What follows belongs to an exercise in optimizing a design on an open flow for small area and a short achievable clock period; a production flow would make more cautious choices. Only simulation tests tie the RTL to the original design; equivalence was not proved. Power and IR drop assume default switching activity.

<file path="design/flow/config.mk">
export PLATFORM = sky130hd
export DESIGN_NAME = dmem_responder
export DESIGN_NICKNAME = dmem_responder
export VERILOG_FILES = /design/flow/design.v
export SDC_FILE = /design/flow/constraint.sdc
export NUM_CORES = 4
export LEC_CHECK = 0
export ABC_CLOCK_PERIOD_IN_PS = 2500
export CAP_MARGIN = 20
export CORE_MARGIN = 2
export CORE_UTILIZATION = 55
export SETUP_SLACK_MARGIN = 2.5
export SLEW_MARGIN = 20
export SYNTH_HIERARCHICAL = 1
export SYNTH_MINIMUM_KEEP_SIZE = 0
</file>
<file path="design/flow/constraint.sdc">
create_clock -name core_clock -period 5.0 [get_ports {Clk}]
set_input_delay 1.0000 -clock core_clock [delete_from_list [all_inputs] [get_ports {Clk}]]
set_output_delay 1.0000 -clock core_clock [all_outputs]
set_load 0.01 [all_outputs]
</file>
<file path="design/flow/design.v">
module dmem_responder #(
  parameter int DEPTH       = 32,
  parameter int WAIT_CYCLES = 2
) (
  input  logic              Clk,
  input  logic              Rst,
  input  logic              reqValid,
  output logic              reqReady,
  input  logic              reqWrite,
  input  logic [63:0]       reqAddr,
  input  logic [1:0]        reqSize,
  input  logic [63:0]       reqWData,
  output logic              respValid,
  input  logic              respReady,
  output logic [63:0]       respRData,
  output logic              respErr,
  output logic [63:0]       dMemOut
);
  localparam int NS  = 32;   
  localparam int NR  = 16;   
  localparam int GAP = 3;    
  logic s_idle, s_w1, s_w2, s_resp;
  logic busy_o, rv_o;
  logic [63:0] sw;         
  logic [2:0]  off_q;
  logic [4:0]  idx_q;
  logic [1:0]  size_q;
  logic        err_q;
  logic        st_ok_q;    
  logic        late_q;     
  logic [7:0]  bs0_q;      
  logic [3:0]  bs1_q;      
  logic [1:0]  bs2_q;      
  logic        bs4_q;      
  logic [NR-1:0] rsel_q;
  logic          fwd_q;
  logic [4:0]  cnt;
  logic [4:0]  cnt2;       
  logic [63:0] wb;
  logic [4:0]  wb_idx;
  logic        wb_pend;    
  logic        commit;
  assign reqReady  = ~busy_o;
  assign respValid = rv_o;
  logic respErr_o;
  assign respErr   = respErr_o;
  assign commit    = s_w2 & st_ok_q;
  logic       req_err, req_ld;
  logic [2:0] req_amask;
  always_comb begin
    case (reqSize)
      2'd0:    req_amask = 3'b000;
      2'd1:    req_amask = 3'b001;
      2'd2:    req_amask = 3'b011;
      default: req_amask = 3'b111;
    endcase
  end
  assign req_err = ((reqAddr[2:0] & req_amask) != 3'b000) || (reqAddr[63:8] != 56'd0);
  assign req_ld  = ~reqWrite & ~req_err;
  logic [63:0] wrep;
  always_comb begin
    for (int l = 0; l < 8; l++) begin
      case (reqSize)
        2'd0:    wrep[8*l +: 8] = reqWData[7:0];
        2'd1:    wrep[8*l +: 8] = reqWData[8*(l%2) +: 8];
        2'd2:    wrep[8*l +: 8] = reqWData[8*(l%4) +: 8];
        default: wrep[8*l +: 8] = reqWData[8*l +: 8];
      endcase
    end
  end
  logic [63:0] slot_q [NS];
  logic [NS-1:0] ins_q;
  logic        wb_hit;     
  logic [4:0]  st_slot_n, wb_slot_n;    
  logic        wb_pend_n;
  assign wb_hit    = |ins_q;
  assign wb_pend_n = commit | (wb_pend & ~wb_hit);
  assign st_slot_n = idx_q + cnt2;
  assign wb_slot_n = wb_idx + cnt2;
  for (genvar j = 0; j < NS; j++) begin : g_slot
    logic [63:0] q;
    if (j % GAP == 0) begin : g_ld
      always_ff @(posedge Clk) q <= ins_q[j] ? wb : g_slot[(j + NS - 1) % NS].q;
    end else begin : g_sh
      always_ff @(posedge Clk) q <= g_slot[(j + NS - 1) % NS].q;
    end
    assign slot_q[j] = q;
  end
  logic [4:0] rq_tap, hd_tap;
  logic       rq_fwd, hd_fwd;
  logic [NR-1:0] rq_sel, hd_sel;
  assign rq_tap = reqAddr[7:3] + cnt2;
  assign hd_tap = idx_q + cnt2;
  assign rq_fwd = wb_pend & ~wb_hit & (wb_idx == reqAddr[7:3]);
  assign hd_fwd = wb_pend & ~wb_hit & (wb_idx == idx_q);
  always_comb
    for (int j = 0; j < NR; j++) begin
      rq_sel[j] = ~rq_fwd & (rq_tap[4:1] == 4'(j));
      hd_sel[j] = ~hd_fwd & (hd_tap[4:1] == 4'(j));
    end
  logic [63:0] rword;
  for (genvar b = 0; b < 64; b++) begin : g_rd
    logic [NR:0] col;
    for (genvar j = 0; j < NR; j++) begin : g_col
      assign col[j] = slot_q[2*j][b];
    end
    assign col[NR] = wb[b];
    dmem_rd_bit u_rd (.d(col), .sel({fwd_q, rsel_q}), .q(rword[b]));
  end
  logic [63:0] lres;
  always_comb begin
    lres[7:0]   = 8'd0;
    lres[15:8]  = 8'd0;
    lres[23:16] = 8'd0;
    lres[31:24] = 8'd0;
    for (int l = 0; l < 8; l++) lres[7:0]   = lres[7:0]   | (rword[8*l +: 8] & {8{bs0_q[l]}});
    for (int m = 0; m < 4; m++) lres[15:8]  = lres[15:8]  | (rword[16*m + 8 +: 8] & {8{bs1_q[m]}});
    for (int n = 0; n < 2; n++) begin
      lres[23:16] = lres[23:16] | (rword[32*n + 16 +: 8] & {8{bs2_q[n]}});
      lres[31:24] = lres[31:24] | (rword[32*n + 24 +: 8] & {8{bs2_q[n]}});
    end
    lres[63:32] = rword[63:32] & {32{bs4_q}};
  end
  logic [7:0] lmask;
  always_comb begin
    for (int l = 0; l < 8; l++) begin
      case (size_q)
        2'd0:    lmask[l] = st_ok_q & (3'(l) == off_q);
        2'd1:    lmask[l] = st_ok_q & (2'(l >> 1) == off_q[2:1]);
        2'd2:    lmask[l] = st_ok_q & (1'(l >> 2) == off_q[2]);
        default: lmask[l] = st_ok_q;
      endcase
    end
  end
  logic [63:0] merged;
  always_comb
    for (int l = 0; l < 8; l++)
      merged[8*l +: 8] = lmask[l] ? sw[8*l +: 8] : rword[8*l +: 8];
  logic rd_now;
  assign rd_now = late_q ? s_w2 : s_w1;
  always_ff @(posedge Clk or posedge Rst) begin
    if (Rst) begin
      s_idle <= 1'b1;
      s_w1   <= 1'b0;
      s_w2   <= 1'b0;
      s_resp <= 1'b0;
      busy_o <= 1'b0;
      rv_o   <= 1'b0;
    end else begin
      s_idle <= (s_idle & ~reqValid) | (s_resp & respReady);
      s_w1   <= s_idle & reqValid;
      s_w2   <= s_w1;
      s_resp <= s_w2 | (s_resp & ~respReady);
      busy_o <= (~busy_o & reqValid) | (busy_o & ~(rv_o & respReady));
      rv_o   <= s_w2 | (rv_o & ~respReady);
    end
  end
  logic [4:0] req_pos;
  assign req_pos = reqAddr[7:3] + cnt + 5'd1;
  always_ff @(posedge Clk) begin
    if (s_idle) begin
      off_q   <= reqAddr[2:0];
      idx_q   <= reqAddr[7:3];
      size_q  <= reqSize;
      err_q   <= req_err;
      st_ok_q <= reqWrite & ~req_err;
      late_q  <= req_pos[0];
      for (int l = 0; l < 8; l++) bs0_q[l] <= req_ld & (reqAddr[2:0] == 3'(l));
      for (int m = 0; m < 4; m++) bs1_q[m] <= req_ld & (reqSize != 2'd0) & (reqAddr[2:1] == 2'(m));
      for (int n = 0; n < 2; n++) bs2_q[n] <= req_ld & reqSize[1] & (reqAddr[2] == 1'(n));
      bs4_q   <= req_ld & (reqSize == 2'd3);
    end
  end
  always_ff @(posedge Clk) begin
    respErr_o <= err_q;
    cnt   <= cnt + 5'd1;
    cnt2  <= cnt + 5'd3;
    fwd_q  <= s_idle ? rq_fwd : hd_fwd;
    rsel_q <= s_idle ? rq_sel : hd_sel;
  end
  always_ff @(posedge Clk) begin
    if (rd_now) respRData <= lres;
  end
  always_ff @(posedge Clk) begin
    if (s_idle)      sw <= wrep;
    else if (rd_now) sw <= merged;
  end
  always_ff @(posedge Clk) begin
    if (commit) begin
      wb     <= late_q ? merged : sw;
      wb_idx <= idx_q;
    end
    wb_pend <= wb_pend_n;
    for (int j = 0; j < NS; j++)
      ins_q[j] <= (j % GAP == 0) && wb_pend_n &&
                  (commit ? (st_slot_n == 5'(j)) : (wb_slot_n == 5'(j)));
  end
  always_ff @(posedge Clk or posedge Rst) begin
    if (Rst)         dMemOut <= 64'd0;
    else if (commit) dMemOut <= late_q ? merged : sw;
  end
endmodule
module dmem_rd_bit (
  input  logic [16:0] d,
  input  logic [16:0] sel,
  output logic [0:0]  q
);
  logic [5:0] grp_n;
  for (genvar g = 0; g < 5; g++) begin : g_grp
    dmem_aoi222 u_aoi (.d(d[3*g +: 3]), .s(sel[3*g +: 3]), .y(grp_n[g]));
  end
  dmem_aoi22 u_aoi_last (.d(d[16:15]), .s(sel[16:15]), .y(grp_n[5]));
  assign q = ~&grp_n;
endmodule
module dmem_aoi222 (
  input  logic [2:0] d,
  input  logic [2:0] s,
  output logic       y
);
  assign y = ~|(d & s);
endmodule
module dmem_aoi22 (
  input  logic [1:0] d,
  input  logic [1:0] s,
  output logic       y
);
  assign y = ~|(d & s);
endmodule
</file>
<file path="design/flow/flow/run.sh">
#!/bin/bash
# The standard layout (standard.sh), with two changes to how it is made:
#  - every port still gets its own buffer, but a plain buf_2 instead of the
#    delay-cell buffer buffer_ports picks by default;
#  - clock tree synthesis adds no dummy loads and clusters up to 30 sinks per buffer.
# Each tool's output goes to standard.log (and ORFS's own logs under orfs/).
set -o pipefail
cd "$(dirname "$0")/.."
export BUFFER_PORTS_ARGS="-buffer_cell sky130_fd_sc_hd__buf_2"
export CTS_ARGS="-sink_clustering_enable -repair_clock_nets -dont_use_dummy_load -sink_clustering_size 30 -sink_clustering_max_diameter 60 -buf_list {sky130_fd_sc_hd__clkbuf_8 sky130_fd_sc_hd__clkbuf_16}"
bash standard.sh > standard.log 2>&1
</file>
<file path="design/flow/standard.sh">
#!/bin/bash
# synth_recipe.tcl (not shown) runs the flow's synth.tcl, then flattens the netlist and writes it again
# the make line also repeats each setting of config.mk as NAME=value (left out here)
make -C /OpenROAD-flow-scripts/flow DESIGN_CONFIG=/design/flow/config.mk WORK_HOME=/design/flow/orfs CLKGATE_MAP_FILE= SYNTH_SCRIPT=/design/flow/synth_recipe.tcl "${@:-finish}"
</file>
==> results of run 1 <==
## synth_stat cells, types with 53 or more instances
library cell	count	area, um2
nand2_1	106	398
o21ai_0	53	265
dfxtp_1	2087	41800
a222oi_1	320	3200
a22oi_2	64	801
nand3_1	74	370
dfrtp_1	69	1730
clkbuf_1	190	713
mux2i_1	67	671
and4_1	64	561
edfxtp_1	225	6760
a22oi_1	73	548
mux2_2	812	9140
## where the power goes
group	switching (W)	total, W	leakage, nW	internal [W]
registers	0.00134	0.0231	20.0	0.0218
clock network	0.00595	0.0111	1.77	0.00511
logic	0.00208	0.00370	9.23	0.00162
## registers in the layout, summed over array words and instances, names as in the netlist, 2 cells and up
name       flops
wb            64
wb_idx         5
off_q          3
sw            64
bs0_q          8
g_slot.q    2048
cnt            4
idx_q          5
ins_q         11
dMemOut       64
bs2_q          2
cnt2           5
rsel_q        16
bs1_q          4
size_q         2
respRData     64
## cells in the final DEF, fill, tap and decap left out, types with 41 or more instances in the layout
cell,Yosys,routed
a222oi_1,320,320
a22oi_1,73,70
a22oi_2,64,67
and4_1,64,64
buf_2,4,264
buf_4,3,68
clkbuf_16,0,144
dfrtp_1,69,68
dfxtp_1,2087,2058
edfxtp_1,225,225
mux2_2,812,809
mux2i_1,67,67
nand2_1,106,105
nand3_2,0,41
o21ai_0,53,51
## metrics by stage
| step | instance area [um2] | std cells | worst slack, ns | utilization [%] | hold slack (ns) |
|---|---|---|---|---|---|
| 2_1_floorplan | 70100 | 4622 | 2.48 | - | 0.310 |
| 3_3_place_gp | 73400 | 6392 | 1.51 | 58.2 | 0.310 |
| 3_5_place_dp | 73400 | 6392 | 1.39 | 58.2 | 0.312 |
| 4_1_cts | 77900 | 6569 | 2.49 | 61.8 | 0.286 |
| 5_1_grt | 78400 | 6592 | 2.46 | 62.2 | 0.286 |
| 6_report | 78500 | 6604 | 2.47 | 62.2 | 0.287 |
## kinds of logic (layout without fill, tap and decap cells)
logic type / count (synthesis) / in the layout / synth area share, %
fa+ha+maj: 23 / 23 / 0.443
flops: 2382 / 2382 / 71.8
compound gates: 627 / 627 / 8.05
other cells: 0 / 15 / 0
simple gates: 427 / 427 / 3.49
xor+xnor: 33 / 33 / 0.412
buf+inv: 221 / 538 / 1.23
mux: 909 / 909 / 14.6
## what timing repair did
item,CTS,global route
gates resized for setup,95,32
setup endpoints to repair,433,108
setup buffers,31,20
pin swaps,7,14
cloned,2,0
## layout make-up
class	instances	area, um2	area share, %
Inverter	13	78.8	0.100
Antenna cell	15	37.5	0.0478
Multi-Input combinational cell	2019	19500	24.9
Timing Repair inverter	1	8.76	0.0112
Timing Repair Buffer	380	2730	3.48
Tap cell	1650	2060	2.63
Sequential cell	2382	50400	64.2
Clock buffer	144	3600	4.59
## path summary, 6_finish.rpt
path,end,slack (ns)
setup / recovery,dMemOut[29]$_DFFE_PP0P_,2.47
hold / removal,g_slot[22].q[7]$_DFF_P_,0.29
setup reg to reg,dMemOut[29]$_DFFE_PP0P_,2.47
hold reg to reg,g_slot[22].q[7]$_DFF_P_,0.29
max in group asynchronous,dMemOut[2]$_DFFE_PP0P_,3.62
min in group asynchronous,dMemOut[18]$_DFFE_PP0P_,0.35
## worst register-to-register path, delay by kind of cell (launching register included)
family | cells | cell delay [ns]
multiplexers | 2 | 0.70
buffers and inverters | 2 | 0.56
AO/OA/AOI/OAI | 1 | 0.33
flip-flops | 1 | 0.51
AND/OR/NAND/NOR | 1 | 0.31
## modules after synthesis (local to each module, per instance)
module	flip-flops and latches	copies in the design	cells	area, um2
dmem_responder	2382	1	4110	65200
dmem_rd_bit	0	64	2	13.8
dmem_aoi22	0	64	1	12.5
dmem_aoi222	0	320	1	10.0
## per-layer routing
metal | part of all wire, % | up-vias | global-route usage, % | wire length, um
li1 | - | 17770 | - | -
met1 | 44 | 21157 | 48.3 | 97400
met2 | 42 | 2037 | 47.6 | 93000
met3 | 10 | 366 | 7.50 | 22500
met4 | 3.3 | 26 | 11.0 | 7220
met5 | 0.070 | - | 0 | 155
==> reports/qor.yml, run 1 <==
timing:
  period_share_pct: 50.6
  maxSlewViolCount: 0
  slew_headroom_pct: 21.7
  fmax_ghz: 0.395
  grt_setup_unrepaired: "yes"
  setup_violations: 0
  min_period_ns: 2.53
  setup_tns_ns: 0
  finClkSkew_ns: 0.0682
  tightest_slew_ns: 1.16
  hold_viol: 0
critical_path:
  cp-start-kind: "flip-flop"
  critPathLaunch: "rsel_q[1]$_DFF_P_"
  r2r_start: "rsel_q[1]$_DFF_P_"
  crit_slowest_cell: "dfxtp_4"
  arrival_ns: 3.19
  cp.depth: 6
  critical_path.top_delay_family: "multiplexers"
  critPathMaxFanout: 16
  path_buf_inv: 2
  r2r_cells: 6
  path_cells: "buf_6 > buf_4 > a222oi_1 > nand3_2 > mux2_4 > mux2_2"
  crit_required_ns: 5.66
  slowest_delay_ns: 0.51
  crit_type: "reg -> reg"
  endpoint_kind: "flip-flop"
yosys:
  synth.distinct_cells: 59
  synth_fp_nets: 4780
  yosysWarnings: 8
  synth_area_mm2: 0.0701
  synth-seq-cells: 2382
  ys.flop_type: "dfxtp_1"
  async_reset_ff_share_pct: 2.94
  avgSynthCellArea_um2: 15.2
  synth_edf_count: 225
  ys_seq_area_share_pct: 71.8
  syn_inst: 4622
global_route:
  grt_max_degree: 103
  overflow: 0
  gr-usage-all-layers_pct: 32.8
  antenna_found_initial: 37
  grt_pass1_vias: 39597
  grt_pass1_wl_um: 302000
cells_and_area:
  syn2layout_area_growth_pct: 12.0
  drive_gt1_share_pct: 31.5
  layout.nets: 5099
  fillCellCount: 9686
place:
  dp_hpwl_um: 126000
  portBuffers: 265
  place_congestion: 0.918
route:
  wl_per_cell_um: 33.4
  drtIter0Drc: 6286
  drc: 0
  via_count: 41356
  viasPerCell: 6.26
  ant_nets: 0
  drtPass1Iterations: 13
  routed_wl_um: 220000
die:
  pin_count: 266
  rows: 130
  die_area_mm2: 0.130
  core_mm2: 0.126
  die_h_um: 361
  die_w_um: 361
  start_util_pct: 55.6
clock_network:
  numCtsBuffers: 144
  cts_max_level: 4
  ctsHoldBuffers: 0
  clk_latency_ns: 0.81
  cts_tree: "built"
  cts.path.max_buffers: 3
  clock_sinks: 2382
  clockRootBuffer: "clkbuf_16"
  clk_pin_slew_ns: 0.10
power_and_ir_drop:
  vdd_drop_max_uv: 357
  powerDensity_mw_per_mm2: 483
  total_power_w: 0.0379
  p_leak_nw: 31.0
run:
  cap_violations: 0
hold_path:
  min-delay-start: "g_slot[21].q[7]$_DFF_P_"
  hold_depth: 0
  hold_path_class: "reg -> reg"
run_status:
  status: "no timing/DRC/antenna violations"
==> run 2, diff against run 1 <==
--- a/design/flow/config.mk
+++ b/design/flow/config.mk
@@ -5,10 +5,9 @@
 export SDC_FILE = /design/flow/constraint.sdc
 export NUM_CORES = 4
 export LEC_CHECK = 0
-export ABC_CLOCK_PERIOD_IN_PS = 2500
 export CAP_MARGIN = 20
 export CORE_MARGIN = 2
-export CORE_UTILIZATION = 55
+export CORE_UTILIZATION = 62
 export SETUP_SLACK_MARGIN = 2.5
 export SLEW_MARGIN = 20
 export SYNTH_HIERARCHICAL = 1
==> reports/qor.yml, run 2 <==
run_status:
  status: "no timing/DRC/antenna violations"
yosys:
  synth_most_common_cell: "dfxtp_1"
  avgSynthCellArea_um2: 15.2
  synth-seq-cells: 2382
  yosys.area.top_type: "dfxtp_1"
  synth_top_cells_by_count: "2087 x dfxtp_1, 812 x mux2_2, 320 x a222oi_1, 225 x edfxtp_1, 190 x clkbuf_1"
  ys_top_cells_by_area: "dfxtp_1 60%, mux2_2 13%, edfxtp_1 9.6%"
  synth_area_mm2: 0.0701
  syn_inst: 4622
  ys_seq_area_share_pct: 71.8
  synth_top_area_share_pct: 59.6
  async_reset_ff_share_pct: 2.94
  synth.distinct_cells: 59
  synth_fp_nets: 4780
  ys.flop_type: "dfxtp_1"
  synth_edf_count: 225
  yosysWarnings: 8
critical_path:
  critical_path.top_delay_family: "multiplexers"
  ff2ff_setup_slack_ns: 2.43
  cp-start-kind: "flip-flop"
  r2r_start: "rsel_q[1]$_DFF_P_"
  slowest_delay_ns: 0.57
  critPathMaxFanout: 32
  crit_type: "reg -> reg"
  critPathLaunch: "rsel_q[1]$_DFF_P_"
  r2r_cells: 5
  r2r-end: "dMemOut[42]$_DFFE_PP0P_"
  endpoint: "dMemOut[42]$_DFFE_PP0P_"
  endpoint_kind: "flip-flop"
  crit_slowest_cell: "dfxtp_4"
  cp.depth: 5
  arrival_ns: 3.22
  crit_path_frequent_cell: "mux2_2"
  path_cells: "buf_4 > a222oi_1 > nand3_2 > mux2_2 > mux2_2"
  crit_required_ns: 5.65
  path_buf_inv: 1
place:
  portBuffers: 265
  dp_hpwl_um: 122000
  place_congestion: 0.945
  placed_area_mm2: 0.0732
power_and_ir_drop:
  p_leak_nw: 30.9
  vdd_drop_max_uv: 420
  powerDensity_mw_per_mm2: 482
timing:
  fmax_ghz: 0.390
  grt_setup_unrepaired: "yes"
  tightest_slew_ns: 1.12
  period_share_pct: 51.3
  slew_headroom_pct: 25.2
  setup_tns_ns: 0
  maxSlewViolCount: 0
  hold_viol: 0
  finClkSkew_ns: 0.0600
  min_period_ns: 2.57
  setup_violations: 0
clock_network:
  cts.path.max_buffers: 3
  clockRootBuffer: "clkbuf_16"
  clk_latency_ns: 0.77
  clk_pin_slew_ns: 0.10
  numCtsBuffers: 142
  clock_sinks: 2382
  cts_tree: "built"
  ctsHoldBuffers: 0
  cts_max_level: 4
route:
  viasPerCell: 6.40
  drtPass1Iterations: 10
  routed_wl_um: 209000
  drtIter0Drc: 6067
  ant_nets: 0
  wl_per_cell_um: 32.4
  via_count: 41261
  drc: 0
global_route:
  antenna_found_initial: 28
  overflow: 0
  grt_pass1_wl_um: 291000
  gr-usage-all-layers_pct: 35.2
  grt_pass1_vias: 39558
  grt_max_degree: 103
die:
  die_area_mm2: 0.116
  die_h_um: 340
  rows: 123
  die_w_um: 340
  pin_count: 266
  core_mm2: 0.112
  start_util_pct: 62.4
cells_and_area:
  layout.nets: 5097
  mostFrequentLayoutCell: "dfxtp_1"
  largest_reg_flops: 2048
  drive_gt1_share_pct: 31.5
  finalInstanceArea_mm2: 0.0780
  top_register: "g_slot.q"
  final_cell_mix: "2059 x dfxtp_1, 813 x mux2_2, 320 x a222oi_1"
  syn2layout_area_growth_pct: 11.4
hold_path:
  hold_path_class: "reg -> reg"
run:
  cap_violations: 0
run 2: cell counts after synthesis:
Identical to the previous run, type by type.
run 2: worst min-delay path by stage:
| stage | from | to | slack, ns | depth (start not counted) |
|---|---|---|---|---|
| 2_1_floorplan | g_slot[9].q[0]$_DFF_P_ | g_slot[10].q[0]$_DFF_P_ | 0.31 | 0 |
| 5_1_grt | g_slot[25].q[5]$_DFF_P_ | g_slot[26].q[5]$_DFF_P_ | 0.29 | 0 |
| 4_1_cts | g_slot[25].q[5]$_DFF_P_ | g_slot[26].q[5]$_DFF_P_ | 0.29 | 0 |
| 3_3_place_gp | g_slot[3].q[19]$_DFF_P_ | g_slot[4].q[19]$_DFF_P_ | 0.31 | 0 |
| 6_report | g_slot[25].q[5]$_DFF_P_ | g_slot[26].q[5]$_DFF_P_ | 0.29 | 0 |
| 3_5_place_dp | g_slot[19].q[35]$_DFF_P_ | g_slot[20].q[35]$_DFF_P_ | 0.31 | 0 |
run 2: area by class of cell:
| class | count | area (um2) |
|---|---|---|
| Timing Repair Buffer | 380 | 2600 |
| Sequential cell | 2382 | 50400 |
| Inverter | 13 | 78.8 |
| Clock buffer | 142 | 3550 |
| Multi-Input combinational cell | 2019 | 19500 |
| Tap cell | 1500 | 1880 |
| Timing Repair inverter | 1 | 8.76 |
| Fill cell | 7793 | 34300 |
| Antenna cell | 7 | 17.5 |
run 2: metrics by stage:
step | power (W) | worst slack, ns | hold WS, ns | std cells | util, %
6_report | 0.0376 | 2.43 | 0.293 | 6444 | 69.5
2_1_floorplan | 0.0249 | 2.48 | 0.310 | 4622 | -
3_5_place_dp | 0.0268 | 1.60 | 0.312 | 6245 | 65.2
5_1_grt | 0.0388 | 2.48 | 0.294 | 6438 | 69.4
3_3_place_gp | 0.0267 | 1.72 | 0.310 | 6245 | 65.2
4_1_cts | 0.0376 | 2.50 | 0.294 | 6418 | 69.2
run 2: what timing repair did:
| item | 4_1_cts | 5_1_grt |
|---|---|---|
| pin swaps | 6 | 13 |
| setup endpoints to repair | 266 | 89 |
| cloned | 1 | 0 |
| setup buffers | 30 | 18 |
| resized for setup | 91 | 26 |
run 2: per-module statistics from Yosys, one instance, submodules excluded:
module          copies in the design  cell area [um2]
dmem_rd_bit                       64             13.8
dmem_aoi22                        64             12.5
dmem_aoi222                      320             10.0
dmem_responder                     1            65200
run 2: cells by family (layout without fill, tap and decap cells):
kind of cell / after synthesis / count (layout) / synth area share [%]
AOI/OAI and AO/OA: 627 / 627 / 8.05
xor gates and xnor gates: 33 / 33 / 0.412
adders and majority gates: 23 / 23 / 0.443
buffers and inverters: 221 / 536 / 1.23
DFF: 2382 / 2382 / 71.8
muxes: 909 / 909 / 14.6
other: 0 / 7 / 0
and+or+nand+nor: 427 / 427 / 3.49
run 2: per-layer routing:
layer  vias to the layer above  track usage (%)  part of all wire [%]
met5                         -                0                 0.088
met4                        30             11.8                   3.7
met3                       403             7.86                    11
met2                      2218             52.3                    43
met1                     20882             51.3                    42
li1                      17728                -                     -
run 2: worst register-to-register path: cells and delay by family, from the launching register on:
family	cells	cell delay [ns]
buf+inv	1	0.40
compound gates	1	0.37
flops	1	0.57
mux	2	0.73
simple gates	1	0.38
run 2: where the power goes:
part	internal (W)	switching, W	total [W]	leakage, nW
logic	0.00160	0.00202	0.00361	9.16
registers	0.0218	0.00129	0.0231	20.0
clock network	0.00505	0.00584	0.0109	1.75
total	0.0284	0.00915	0.0376	30.9
==> run 3, diff against run 2 <==
==> design/flow/flow/run.sh (replaced) <==
#!/bin/bash
# The standard layout (standard.sh), with two changes to how it is made:
#  - every port still gets its own buffer, but a plain buf_2 instead of the
#    delay-cell buffer buffer_ports picks by default;
#  - clock tree synthesis adds no dummy loads and clusters up to 40 sinks per buffer.
# Each tool's output goes to standard.log (and ORFS's own logs under orfs/).
set -o pipefail
cd "$(dirname "$0")/.."
export BUFFER_PORTS_ARGS="-buffer_cell sky130_fd_sc_hd__buf_2"
export CTS_ARGS="-sink_clustering_enable -repair_clock_nets -dont_use_dummy_load -sink_clustering_size 40 -sink_clustering_max_diameter 60 -buf_list {sky130_fd_sc_hd__clkbuf_8 sky130_fd_sc_hd__clkbuf_16}"
bash standard.sh > standard.log 2>&1
--- a/design/flow/config.mk
+++ b/design/flow/config.mk
@@ -7,7 +7,7 @@
 export LEC_CHECK = 0
 export CAP_MARGIN = 20
 export CORE_MARGIN = 2
-export CORE_UTILIZATION = 62
+export CORE_UTILIZATION = 55
 export SETUP_SLACK_MARGIN = 2.5
 export SLEW_MARGIN = 20
 export SYNTH_HIERARCHICAL = 1
==> reports/qor.yml, run 3 <==
yosys:
  synth-seq-cells: 2382
  ys_seq_area_share_pct: 71.8
  synth_fp_nets: 4780
  synth_area_mm2: 0.0701
  synth.distinct_cells: 59
  ys_top_cells_by_area: "dfxtp_1 60%, mux2_2 13%, edfxtp_1 9.6%"
  ys.flop_type: "dfxtp_1"
  avgSynthCellArea_um2: 15.2
  yosysWarnings: 8
  synth_top_area_share_pct: 59.6
  async_reset_ff_share_pct: 2.94
  synth_edf_count: 225
  synth_most_common_cell: "dfxtp_1"
  syn_inst: 4622
  yosys.area.top_type: "dfxtp_1"
  synth_top_cells_by_count: "2087 x dfxtp_1, 812 x mux2_2, 320 x a222oi_1, 225 x edfxtp_1, 190 x clkbuf_1"
timing:
  setup_violations: 0
  grt_setup_unrepaired: "yes"
  maxSlewViolCount: 0
  tightest_slew_ns: 1.16
  hold_viol: 0
  hold_ws_ns: 0.295
  period_share_pct: 50.7
  final.setup.worst_slack_ns: 2.47
  min_period_ns: 2.53
  slew_headroom_pct: 21.9
  finClkSkew_ns: 0.0610
  fmax_ghz: 0.395
  setup_tns_ns: 0
power_and_ir_drop:
  p_clk_share_pct: 29.2
  p_comb_share_pct: 9.8
  vdd_drop_max_uv: 355
  p_seq_share_pct: 61.1
  p_leak_nw: 31.0
  switchingPower_w: 0.00935
  powerDensity_mw_per_mm2: 483
  p_sw_share_pct: 24.7
  p_int_w: 0.0285
die:
  die_h_um: 361
  start_util_pct: 55.6
  die_area_mm2: 0.130
  die_w_um: 361
  pin_count: 266
  core_mm2: 0.126
  rows: 130
critical_path:
  path_buf_inv: 2
  critPathMaxFanout: 16
  endpoint_kind: "flip-flop"
  path_cells: "buf_6 > buf_4 > a222oi_1 > nand3_2 > mux2_4 > mux2_2"
  crit_type: "reg -> reg"
  crit_required_ns: 5.66
  arrival_ns: 3.19
  critical_path.top_delay_family: "multiplexers"
  slowest_delay_ns: 0.51
  cp-start-kind: "flip-flop"
  crit_slowest_cell: "dfxtp_4"
global_route:
  grt_pass1_wl_um: 302000
  antenna_found_initial: 39
  gr-usage-all-layers_pct: 32.8
  grt_max_degree: 103
  overflow: 0
  grt_pass1_vias: 39612
cells_and_area:
  mostFrequentLayoutCell: "dfxtp_1"
  top_register: "g_slot.q"
  largest_reg_flops: 2048
  final_util_pct: 62.3
  instances_no_fill: 6600
  syn2layout_area_growth_pct: 12.0
  final_cell_mix: "2058 x dfxtp_1, 809 x mux2_2, 320 x a222oi_1"
  layout.nets: 5095
  drive_gt1_share_pct: 31.5
clock_network:
  clk_latency_ns: 0.80
  clock_sinks: 2382
  numCtsBuffers: 144
  clk_pin_slew_ns: 0.10
  cts.path.max_buffers: 3
  cts_tree: "built"
  ctsHoldBuffers: 0
  clockRootBuffer: "clkbuf_16"
  cts_max_level: 4
place:
  dp_hpwl_um: 126000
  pre_cts_ws_ns: 1.39
  portBuffers: 265
  place_congestion: 0.918
  dpl.cell_count: 6392
run_status:
  status: "no timing/DRC/antenna violations"
route:
  viasPerCell: 6.25
  drtPass1Iterations: 7
  routed_wl_um: 220000
  wl_per_cell_um: 33.4
  ant_nets: 0
  drtIter0Drc: 6094
  drc: 0
  via_count: 41238
run:
  cap_violations: 0
hold_path:
  hold_path_class: "reg -> reg"
==> run 3: cell counts after synthesis <==
Identical to the previous run, type by type.
==> run 3: layout make-up <==
class,instances,area [um2]
Antenna cell,15,37.5
Inverter,13,78.8
Fill cell,9686,47600
Multi-Input combinational cell,2019,19600
Tap cell,1650,2060
Timing Repair Buffer,376,2710
Sequential cell,2382,50400
Timing Repair inverter,1,8.76
Clock buffer,144,3600
==> run 3: modules after synthesis, one instance, submodules excluded <==
module / cells inside / flip-flops and latches / cell area [um2]
dmem_rd_bit: 2 / 0 / 13.8
dmem_aoi222: 1 / 0 / 10.0
dmem_aoi22: 1 / 0 / 12.5
dmem_responder: 4110 / 2382 / 65200
==> run 3: stage by stage <==
| stage | instance area, um2 | total power (W) |
|---|---|---|
| 2_1_floorplan | 70100 | 0.0249 |
| 3_3_place_gp | 73400 | 0.0268 |
| 3_5_place_dp | 73400 | 0.0269 |
| 4_1_cts | 77900 | 0.0379 |
| 5_1_grt | 78400 | 0.0391 |
| 6_report | 78500 | 0.0379 |
==> run 3: cell families after synthesis <==
family,share of synthesized area [%]
AND/OR/NAND/NOR,3.49
multiplexers,14.6
buffers and inverters,1.23
flip-flops,71.8
XOR/XNOR,0.412
adder cells (fa/ha/maj),0.443
AO/OA/AOI/OAI,8.05
==> run 3: what timing repair did <==
| action | 4_1_cts | 5_1_grt |
|---|---|---|
| gates cloned | 2 | 0 |
| gates resized for setup | 94 | 40 |
| pin swaps | 6 | 13 |
| setup buffers | 32 | 15 |
| endpoints found under the setup margin | 434 | 109 |
==> run 3: worst paths after layout <==
| kind | cells past startpoint | slack [ns] | from | to |
|---|---|---|---|---|
| max in group asynchronous | 3 | 3.60 | Rst | dMemOut[2]$_DFFE_PP0P_ |
| worst max register to register | 6 | 2.47 | rsel_q[1]$_DFF_P_ | dMemOut[29]$_DFFE_PP0P_ |
| worst max-delay path | 6 | 2.47 | rsel_q[1]$_DFF_P_ | dMemOut[29]$_DFFE_PP0P_ |
| min in group asynchronous | 2 | 0.36 | Rst | dMemOut[18]$_DFFE_PP0P_ |
| worst min-delay path | 0 | 0.29 | g_slot[15].q[61]$_DFF_P_ | g_slot[16].q[61]$_DFF_P_ |
| worst min register to register | 0 | 0.29 | g_slot[15].q[61]$_DFF_P_ | g_slot[16].q[61]$_DFF_P_ |
==> run 3: power by group through the flow <==
stage / combinational [W] / clock, W / sequential, W
finish: 0.00370 / 0.0110 / 0.0231
global route: 0.00386 / 0.0119 / 0.0234
CTS: 0.00356 / 0.0112 / 0.0231
detailed placement: 0.00333 / 0 / 0.0236
global placement: 0.00328 / 0 / 0.0236
floorplan: 0.00186 / 0 / 0.0231
==> run 3: layer usage <==
layer  vias to the layer above  part of all wire, %  wire length (um)  track usage [%]
met1                     21032                   44             97200             48.4
met5                         -                0.062               136                0
met3                       375                   10             22800             7.48
li1                      17755                    -                 -                -
met2                      2054                   42             92600             47.6
met4                        22                  3.5              7650             11.1
==> run 4, diff against run 3 <==
==> design/flow/flow/run.sh (replaced) <==
#!/bin/bash
# The standard layout (standard.sh), with two changes to how it is made:
#  - every port still gets its own buffer, but a plain buf_2 instead of the
#    delay-cell buffer buffer_ports picks by default;
#  - clock tree synthesis adds no dummy loads and clusters up to 34 sinks per buffer.
# Each tool's output goes to standard.log (and ORFS's own logs under orfs/).
set -o pipefail
cd "$(dirname "$0")/.."
export BUFFER_PORTS_ARGS="-buffer_cell sky130_fd_sc_hd__buf_2"
export CTS_ARGS="-sink_clustering_enable -repair_clock_nets -dont_use_dummy_load -sink_clustering_size 34 -sink_clustering_max_diameter 45 -buf_list {sky130_fd_sc_hd__clkbuf_8 sky130_fd_sc_hd__clkbuf_16}"
bash standard.sh > standard.log 2>&1
==> reports/qor.yml, run 4 <==
run_status:
  status: "no timing/DRC/antenna violations"
yosys:
  yosysWarnings: 8
  ys_top_cells_by_area: "dfxtp_1 60%, mux2_2 13%, edfxtp_1 9.6%"
  synth_most_common_cell: "dfxtp_1"
  async_reset_ff_share_pct: 2.94
  syn_inst: 4622
  synth_fp_nets: 4780
  synth.distinct_cells: 59
  synth_area_mm2: 0.0701
  synth-seq-cells: 2382
  synth_top_area_share_pct: 59.6
  yosys.area.top_type: "dfxtp_1"
  avgSynthCellArea_um2: 15.2
  synth_edf_count: 225
  ys_seq_area_share_pct: 71.8
  ys.flop_type: "dfxtp_1"
  synth_top_cells_by_count: "2087 x dfxtp_1, 812 x mux2_2, 320 x a222oi_1, 225 x edfxtp_1, 190 x clkbuf_1"
die:
  die_h_um: 361
  core_mm2: 0.126
  die_w_um: 361
  rows: 130
  start_util_pct: 55.6
  die_area_mm2: 0.130
  pin_count: 266
route:
  via_count: 41542
  wl_per_cell_um: 33.4
  drtIter0Drc: 6168
  drc: 0
  drtPass1Iterations: 10
  routed_wl_um: 222000
  ant_nets: 0
  viasPerCell: 6.26
global_route:
  overflow: 0
  grt_max_degree: 103
  grt_pass1_vias: 39860
  gr-usage-all-layers_pct: 33.1
  grt_pass1_wl_um: 304000
  antenna_found_initial: 40
hold_path:
  hold_depth: 0
  hold_path_class: "reg -> reg"
power_and_ir_drop:
  total_power_w: 0.0393
  p_leak_nw: 31.4
  p_int_w: 0.0297
  p_sw_share_pct: 24.4
  powerDensity_mw_per_mm2: 495
  p_seq_share_pct: 58.9
  p_clk_share_pct: 31.7
  switchingPower_w: 0.00958
  vdd_drop_max_uv: 355
  p_comb_share_pct: 9.4
clock_network:
  cts.path.max_buffers: 3
  clk_pin_slew_ns: 0.07
  cts_max_level: 4
  ctsHoldBuffers: 0
  clock_sinks: 2382
  clockRootBuffer: "clkbuf_16"
  cts_tree: "built"
  numCtsBuffers: 179
  clk_latency_ns: 0.81
critical_path:
  slowest_delay_ns: 0.48
  cp.depth: 7
  crit_slowest_cell: "a222oi_1"
  path_cells: "buf_12 > buf_8 > a222oi_1 > and4_1 > nand3_4 > a22oi_1 > nand2_1"
  endpoint_kind: "flip-flop"
  cp-start-kind: "flip-flop"
  path_buf_inv: 2
  arrival_ns: 3.03
  critPathMaxFanout: 21
  crit_required_ns: 5.48
  r2r_cells: 7
  critical_path.top_delay_family: "simple AND/OR/NAND/NOR gates"
  crit_type: "reg -> reg"
place:
  pre_cts_ws_ns: 1.39
  place_congestion: 0.918
  dp_hpwl_um: 126000
  portBuffers: 265
timing:
  slew_headroom_pct: 22.8
  period_share_pct: 51.0
  setup_violations: 0
  hold_viol: 0
  fmax_ghz: 0.392
  min_period_ns: 2.55
  final.setup.worst_slack_ns: 2.45
  grt_setup_unrepaired: "yes"
  maxSlewViolCount: 0
  setup_tns_ns: 0
  finClkSkew_ns: 0.0607
  tightest_slew_ns: 1.15
cells_and_area:
  drive_gt1_share_pct: 32.1
  largest_reg_flops: 2048
  layout.nets: 5135
  mostFrequentLayoutCell: "dfxtp_1"
  final_cell_mix: "2058 x dfxtp_1, 810 x mux2_2, 320 x a222oi_1"
  syn2layout_area_growth_pct: 13.2
  top_register: "g_slot.q"
run:
  cap_violations: 0
-- run 4: Yosys stat by module, one instance, submodules excluded --
| module | area [um2] | cells inside | times used | flip-flops and latches |
|---|---|---|---|---|
| dmem_aoi22 | 12.5 | 1 | 64 | 0 |
| dmem_aoi222 | 10.0 | 1 | 320 | 0 |
| dmem_rd_bit | 13.8 | 2 | 64 | 0 |
| dmem_responder | 65200 | 4110 | 1 | 2382 |
-- run 4: power by group through the flow --
stage / logic, W / clock network [W] / registers (W)
6_report: 0.00371 / 0.0124 / 0.0231
5_1_grt: 0.00387 / 0.0133 / 0.0234
4_1_cts: 0.00359 / 0.0126 / 0.0231
3_5_place_dp: 0.00333 / 0 / 0.0236
3_3_place_gp: 0.00328 / 0 / 0.0236
2_1_floorplan: 0.00186 / 0 / 0.0231
-- run 4: cells by family after synthesis --
| family | share of synthesized area, % |
|---|---|
| buffers and inverters | 1.23 |
| adder cells (fa/ha/maj) | 0.443 |
| flip-flops | 71.8 |
| multiplexers | 14.6 |
| AO/OA/AOI/OAI | 8.05 |
| AND/OR/NAND/NOR | 3.49 |
| XOR/XNOR | 0.412 |
-- run 4: final timing paths --
kind	start	endpoint	slack [ns]
hold reg to reg	g_slot[15].q[20]$_DFF_P_	g_slot[16].q[20]$_DFF_P_	0.28
setup / recovery	rsel_q[9]$_DFF_P_	respRData[9]$_DFFE_PP_	2.45
max in group asynchronous	Rst	busy_o$_DFF_PP0_	3.66
min in group asynchronous	Rst	dMemOut[23]$_DFFE_PP0P_	0.30
setup reg to reg	rsel_q[9]$_DFF_P_	respRData[9]$_DFFE_PP_	2.45
hold / removal	g_slot[15].q[20]$_DFF_P_	g_slot[16].q[20]$_DFF_P_	0.28
-- run 4: timing repair --
action                     CTS  global route
cloned                       2             0
gates resized for setup     89            43
setup buffers               36            16
pin swaps                   10            16
setup endpoints to repair  442           108
-- run 4: cell type report --
class | instances | area, um2
fill | 9593 | 46700
clock buffer | 179 | 4480
multi-input combinational | 2019 | 19500
timing repair buffer | 381 | 2760
antenna | 14 | 35.0
tap | 1650 | 2060
inverter | 13 | 68.8
sequential | 2382 | 50400
timing repair inverter | 1 | 8.76
-- run 4: per-stage QoR --
| stage | instance area (um2) | cells | utilization (%) | hold WS, ns |
|---|---|---|---|---|
| final | 79300 | 6639 | 62.9 | 0.284 |
| after detailed placement | 73400 | 6392 | 58.2 | 0.312 |
| after global routing | 79300 | 6628 | 62.9 | 0.286 |
| after CTS | 78900 | 6609 | 62.6 | 0.286 |
| after global placement | 73400 | 6392 | 58.2 | 0.310 |
| after floorplan | 70100 | 4622 | - | 0.310 |
-- run 4: worst reg2reg max path, delay by kind of cell, from the launching register on --
family                 cells  cell delay (ns)
AOI/OAI and AO/OA          2             0.74
and+or+nand+nor            3             0.75
buffers and inverters      2             0.38
DFF                        1             0.37
-- run 4: per-layer routing --
metal | GRT usage [%] | wire, um
met5 | 0 | 172
met4 | 11.0 | 7190
met3 | 7.68 | 23700
met2 | 48.2 | 93700
met1 | 48.8 | 97000
==> run 5, diff against run 4 <==
--- a/design/flow/design.v
+++ b/design/flow/design.v
@@ -17,7 +17,6 @@
   output logic [63:0]       dMemOut
 );
   localparam int NS  = 32;   
-  localparam int NR  = 16;   
   localparam int GAP = 3;    
   logic s_idle, s_w1, s_w2, s_resp;
   logic busy_o, rv_o;
@@ -27,14 +26,14 @@
   logic [1:0]  size_q;
   logic        err_q;
   logic        st_ok_q;    
-  logic        late_q;     
   logic [7:0]  bs0_q;      
   logic [3:0]  bs1_q;      
   logic [1:0]  bs2_q;      
   logic        bs4_q;      
-  logic [NR-1:0] rsel_q;
+  logic [NS-1:0] rsel_q;
   logic          fwd_q;
   logic [4:0]  cnt;
+  logic [4:0]  cnt1;       
   logic [4:0]  cnt2;       
   logic [63:0] wb;
   logic [4:0]  wb_idx;
@@ -42,8 +41,7 @@
   logic        commit;
   assign reqReady  = ~busy_o;
   assign respValid = rv_o;
-  logic respErr_o;
-  assign respErr   = respErr_o;
+  assign respErr   = err_q;
   assign commit    = s_w2 & st_ok_q;
   logic       req_err, req_ld;
   logic [2:0] req_amask;
@@ -86,25 +84,25 @@
     end
     assign slot_q[j] = q;
   end
-  logic [4:0] rq_tap, hd_tap;
-  logic       rq_fwd, hd_fwd;
-  logic [NR-1:0] rq_sel, hd_sel;
-  assign rq_tap = reqAddr[7:3] + cnt2;
-  assign hd_tap = idx_q + cnt2;
+  logic [4:0]    rq_pos, hd_pos;
+  logic          rq_fwd, hd_fwd;
+  logic [NS-1:0] rq_sel, hd_sel;
+  assign rq_pos = reqAddr[7:3] + cnt1;
+  assign hd_pos = idx_q + cnt1;
   assign rq_fwd = wb_pend & ~wb_hit & (wb_idx == reqAddr[7:3]);
   assign hd_fwd = wb_pend & ~wb_hit & (wb_idx == idx_q);
   always_comb
-    for (int j = 0; j < NR; j++) begin
-      rq_sel[j] = ~rq_fwd & (rq_tap[4:1] == 4'(j));
-      hd_sel[j] = ~hd_fwd & (hd_tap[4:1] == 4'(j));
+    for (int j = 0; j < NS; j++) begin
+      rq_sel[j] = ~rq_fwd & (rq_pos == 5'(j));
+      hd_sel[j] = ~hd_fwd & (hd_pos == 5'(j));
     end
   logic [63:0] rword;
   for (genvar b = 0; b < 64; b++) begin : g_rd
-    logic [NR:0] col;
-    for (genvar j = 0; j < NR; j++) begin : g_col
-      assign col[j] = slot_q[2*j][b];
-    end
-    assign col[NR] = wb[b];
+    logic [NS:0] col;
+    for (genvar j = 0; j < NS; j++) begin : g_col
+      assign col[j] = slot_q[j][b];
+    end
+    assign col[NS] = wb[b];
     dmem_rd_bit u_rd (.d(col), .sel({fwd_q, rsel_q}), .q(rword[b]));
   end
   logic [63:0] lres;
@@ -136,8 +134,6 @@
   always_comb
     for (int l = 0; l < 8; l++)
       merged[8*l +: 8] = lmask[l] ? sw[8*l +: 8] : rword[8*l +: 8];
-  logic rd_now;
-  assign rd_now = late_q ? s_w2 : s_w1;
   always_ff @(posedge Clk or posedge Rst) begin
     if (Rst) begin
       s_idle <= 1'b1;
@@ -164,7 +160,6 @@
       size_q  <= reqSize;
       err_q   <= req_err;
       st_ok_q <= reqWrite & ~req_err;
-      late_q  <= req_pos[0];
       for (int l = 0; l < 8; l++) bs0_q[l] <= req_ld & (reqAddr[2:0] == 3'(l));
       for (int m = 0; m < 4; m++) bs1_q[m] <= req_ld & (reqSize != 2'd0) & (reqAddr[2:1] == 2'(m));
       for (int n = 0; n < 2; n++) bs2_q[n] <= req_ld & reqSize[1] & (reqAddr[2] == 1'(n));
@@ -172,22 +167,22 @@
     end
   end
   always_ff @(posedge Clk) begin
-    respErr_o <= err_q;
     cnt   <= cnt + 5'd1;
+    cnt1  <= cnt + 5'd2;
     cnt2  <= cnt + 5'd3;
     fwd_q  <= s_idle ? rq_fwd : hd_fwd;
     rsel_q <= s_idle ? rq_sel : hd_sel;
   end
   always_ff @(posedge Clk) begin
-    if (rd_now) respRData <= lres;
+    respRData <= lres;
   end
   always_ff @(posedge Clk) begin
     if (s_idle)      sw <= wrep;
-    else if (rd_now) sw <= merged;
+    else if (s_w1)   sw <= merged;
   end
   always_ff @(posedge Clk) begin
     if (commit) begin
-      wb     <= late_q ? merged : sw;
+      wb     <= sw;
       wb_idx <= idx_q;
     end
     wb_pend <= wb_pend_n;
@@ -197,19 +192,18 @@
   end
   always_ff @(posedge Clk or posedge Rst) begin
     if (Rst)         dMemOut <= 64'd0;
-    else if (commit) dMemOut <= late_q ? merged : sw;
+    else if (commit) dMemOut <= sw;
   end
 endmodule
 module dmem_rd_bit (
-  input  logic [16:0] d,
-  input  logic [16:0] sel,
+  input  logic [32:0] d,
+  input  logic [32:0] sel,
   output logic [0:0]  q
 );
-  logic [5:0] grp_n;
-  for (genvar g = 0; g < 5; g++) begin : g_grp
+  logic [10:0] grp_n;
+  for (genvar g = 0; g < 11; g++) begin : g_grp
     dmem_aoi222 u_aoi (.d(d[3*g +: 3]), .s(sel[3*g +: 3]), .y(grp_n[g]));
   end
-  dmem_aoi22 u_aoi_last (.d(d[16:15]), .s(sel[16:15]), .y(grp_n[5]));
   assign q = ~&grp_n;
 endmodule
 module dmem_aoi222 (
@@ -219,10 +213,3 @@
 );
   assign y = ~|(d & s);
 endmodule
-module dmem_aoi22 (
-  input  logic [1:0] d,
-  input  logic [1:0] s,
-  output logic       y
-);
-  assign y = ~|(d & s);
-endmodule
==> design/flow/flow/run.sh (replaced) <==
#!/bin/bash
# The standard layout (standard.sh), with two changes to how it is made:
#  - every port still gets its own buffer, but a plain buf_2 instead of the
#    delay-cell buffer buffer_ports picks by default;
#  - clock tree synthesis adds no dummy loads and clusters up to 30 sinks per buffer.
# Each tool's output goes to standard.log (and ORFS's own logs under orfs/).
set -o pipefail
cd "$(dirname "$0")/.."
export BUFFER_PORTS_ARGS="-buffer_cell sky130_fd_sc_hd__buf_2"
export CTS_ARGS="-sink_clustering_enable -repair_clock_nets -dont_use_dummy_load -sink_clustering_size 30 -sink_clustering_max_diameter 60 -buf_list {sky130_fd_sc_hd__clkbuf_8 sky130_fd_sc_hd__clkbuf_16}"
bash standard.sh > standard.log 2>&1
--- a/design/flow/config.mk
+++ b/design/flow/config.mk
@@ -7,7 +7,7 @@
 export LEC_CHECK = 0
 export CAP_MARGIN = 20
 export CORE_MARGIN = 2
-export CORE_UTILIZATION = 55
+export CORE_UTILIZATION = 45
 export SETUP_SLACK_MARGIN = 2.5
 export SLEW_MARGIN = 20
 export SYNTH_HIERARCHICAL = 1
==> reports/qor.yml, run 5 <==
place:
  portBuffers: 265
  dp_hpwl_um: 159000
  place_congestion: 0.980
  dpl.cell_count: 7419
timing:
  slew_headroom_pct: 24.7
  maxSlewViolCount: 0
  period_share_pct: 50.5
  setup_tns_ns: 0
  tightest_slew_ns: 1.13
  hold_ws_ns: 0.253
  setup_violations: 0
  min_period_ns: 2.53
  hold_viol: 0
  fmax_ghz: 0.396
  finClkSkew_ns: 0.0683
  grt_setup_unrepaired: "no"
clock_network:
  clk_latency_ns: 0.84
  ctsHoldBuffers: 0
  cts.path.max_buffers: 3
  clockRootBuffer: "clkbuf_16"
  clk_pin_slew_ns: 0.09
  cts_max_level: 4
  cts_tree: "built"
  numCtsBuffers: 130
  clock_sinks: 2401
global_route:
  grt.busiest_layer: "met1"
  grt_pass1_vias: 48514
  antenna_found_initial: 34
  gr-usage-met1_pct: 47.4
  gr-usage-all-layers_pct: 33.8
  overflow: 0
  grt_max_degree: 86
  grtUsageMet2_pct: 46.8
  met3_usage_pct: 11.3
  grt_pass1_wl_um: 386000
yosys:
  yosys.area.top_type: "dfxtp_1"
  synth_top_area_share_pct: 59.9
  synth_area_mm2: 0.0726
  synth_fp_nets: 5274
  ys.flop_type: "dfxtp_1"
  avgSynthCellArea_um2: 14.2
  synth_top_cells_by_count: "2171 x dfxtp_1, 737 x mux2_2, 704 x a222oi_1, 259 x nand2_1, 160 x edfxtp_1"
  synth_edf_count: 160
  async_reset_ff_share_pct: 2.92
  syn_inst: 5109
  synth_most_common_cell: "dfxtp_1"
  ys_top_cells_by_area: "dfxtp_1 60%, mux2_2 11%, a222oi_1 9.7%"
  ys_seq_area_share_pct: 68.9
  yosysWarnings: 8
  synth.distinct_cells: 66
  synth-seq-cells: 2401
critical_path:
  crit_slowest_cell: "dfxtp_4"
  crit_type: "reg -> reg"
  endpoint_kind: "flip-flop"
  slowest_delay_ns: 0.55
  arrival_ns: 3.16
  cp-start-kind: "flip-flop"
  critPathMaxFanout: 16
  r2r_cells: 6
  r2r_start: "rsel_q[9]$_DFF_P_"
  ff2ff_setup_slack_ns: 2.47
  path_cells: "buf_4 > a222oi_1 > nand3_1 > or3_1 > a22oi_1 > nand2_1"
  crit_required_ns: 5.64
  r2r-end: "respRData[15]$_DFF_P_"
route:
  ant_nets: 0
  viasPerCell: 6.66
  drtPass1Iterations: 9
  routed_wl_um: 287000
  drc: 0
  drtIter0Drc: 11266
  wl_per_cell_um: 37.5
  via_count: 50894
cells_and_area:
  drive_gt1_share_pct: 26.7
  mostFrequentLayoutCell: "dfxtp_1"
  fillCellCount: 13801
  instances_no_fill: 7640
  largest_reg_flops: 2048
  layout.nets: 5626
  final_cell_mix: "2112 x dfxtp_1, 737 x mux2_2, 704 x a222oi_1"
  syn2layout_area_growth_pct: 12.4
  top_register: "g_slot.q"
hold_path:
  hold_path_class: "in -> async"
die:
  die_h_um: 406
  die_area_mm2: 0.165
  pin_count: 266
  die_w_um: 406
  start_util_pct: 45.3
  rows: 147
  core_mm2: 0.160
power_and_ir_drop:
  p_leak_nw: 31.8
  vdd_drop_max_uv: 429
  powerDensity_mw_per_mm2: 465
run_status:
  status: "no timing/DRC/antenna violations"
run:
  cap_violations: 0
[run 5: worst max-delay path by stage]
stage / start / slack [ns] / cells after the start / end
floorplan: reqAddr[3] / 2.48 / 7 / rsel_q[24]$_DFF_P_
global placement: reqSize[0] / 1.63 / 7 / sw[49]$_DFFE_PP_
detailed placement: reqSize[0] / 1.55 / 7 / sw[48]$_DFFE_PP_
CTS: err_q$_DFFE_PP_ / 2.49 / 1 / respErr
global route: ins_q[12]$_DFF_P_ / 2.48 / 5 / rsel_q[15]$_DFF_P_
finish: rsel_q[9]$_DFF_P_ / 2.47 / 6 / respRData[15]$_DFF_P_
[run 5: cell families after synthesis]
group | synth area share [%]
adder cells (fa/ha/maj) | 0.558
flip-flops | 68.9
buffers and inverters | 1.34
XOR/XNOR | 0.470
multiplexers | 11.7
AO/OA/AOI/OAI | 11.9
AND/OR/NAND/NOR | 5.12
[run 5: metrics by stage]
step / instance area (um2) / power, W / utilization [%] / setup slack (ns)
after global placement: 76800 / 0.0270 / 47.9 / 1.63
after global routing: 81600 / 0.0389 / 50.9 / 2.48
after detailed placement: 76800 / 0.0271 / 47.9 / 1.55
after floorplan: 72700 / 0.0250 / - / 2.48
after CTS: 81000 / 0.0377 / 50.5 / 2.49
final: 81600 / 0.0379 / 50.9 / 2.47
[run 5: per-layer routing]
metal / up-vias / wire [um]
met5: - / 102
met4: 16 / 13700
met3: 629 / 44100
met2: 3781 / 116000
met1: 25726 / 113000
li1: 20742 / -
[run 5: power by group]
| part | total [W] | switching, W | internal [W] |
|---|---|---|---|
| clock | 0.0107 | 0.00606 | 0.00464 |
| sequential | 0.0236 | 0.00175 | 0.0219 |
| combinational | 0.00356 | 0.00210 | 0.00146 |
| total | 0.0379 | 0.00991 | 0.0280 |
[run 5: timing repair]
action                                  4_1_cts  5_1_grt
gates cloned                                  0        0
pin swaps                                     1        8
setup buffers                                33       37
gates resized for setup                      86       35
endpoints found under the setup margin      215       69
[run 5: layout make-up]
cell class / instances / area, um2 / share of cell area, %
sequential: 2401 / 50200 / 61.5
multi-input combinational: 2477 / 22000 / 27.0
timing repair buffer: 428 / 3280 / 4.03
clock buffer: 130 / 3250 / 3.99
tap: 2160 / 2700 / 3.31
inverter: 23 / 97.6 / 0.120
antenna: 21 / 52.6 / 0.0644
[run 5: critical path, delay by kind of cell, from the launching register on]
family / cells / cell delay [ns]
AO/OA/AOI/OAI: 2 / 0.69
buffers and inverters: 1 / 0.34
flip-flops: 1 / 0.55
AND/OR/NAND/NOR: 3 / 0.77
[run 5: modules after synthesis (local to each module, per instance)]
| module | cell area [um2] | flip-flops and latches | times used |
|---|---|---|---|
| dmem_responder | 64000 | 2401 | 1 |
| dmem_rd_bit | 23.8 | 0 | 64 |
| dmem_aoi222 | 10.0 | 0 | 704 |

-- what the ideal ports hide --
In the flow no input, the clock included, has a driving cell. The finished layouts below were timed again as built, in two steps.
Step 1 assumes that a clkbuf_16 drives the clock port and a buf_2 every other input.
Step 2 moves the port delays by t, midway between the first and last clock arrival at a register: inputs arrive t later, outputs are due t later. That takes back most of the time a late clock gives input paths.
Three values: ideal ports, drivers, drivers and shift; two values: the first two.
run | shift t [ns] | slack for setup (ns) | worst setup path at the end | clock arrival spread, ns | worst data-port slew with drivers (ns)
run 1 | 0.853 | 2.469 / 2.409 / 1.705 | input to register | 0.068 / 0.069 | 0.20
run 2 | 0.822 | 2.434 / 2.434 / 1.832 | input to register | 0.060 / 0.060 | 0.18
run 3 | 0.850 | 2.467 / 2.415 / 1.682 | input to register | 0.062 / 0.062 | 0.21
run 4 | 0.865 | 2.448 / 2.411 / 1.635 | input to register | 0.071 / 0.071 | 0.22
run 5 | 0.887 | 2.475 / 2.415 / 1.713 | input to register | 0.085 / 0.085 | 0.16
After both steps setup and hold are still met in every run listed. The setup slack of run 4, which loses most, moves by -0.037 ns with the drivers and by -0.813 ns with both steps.
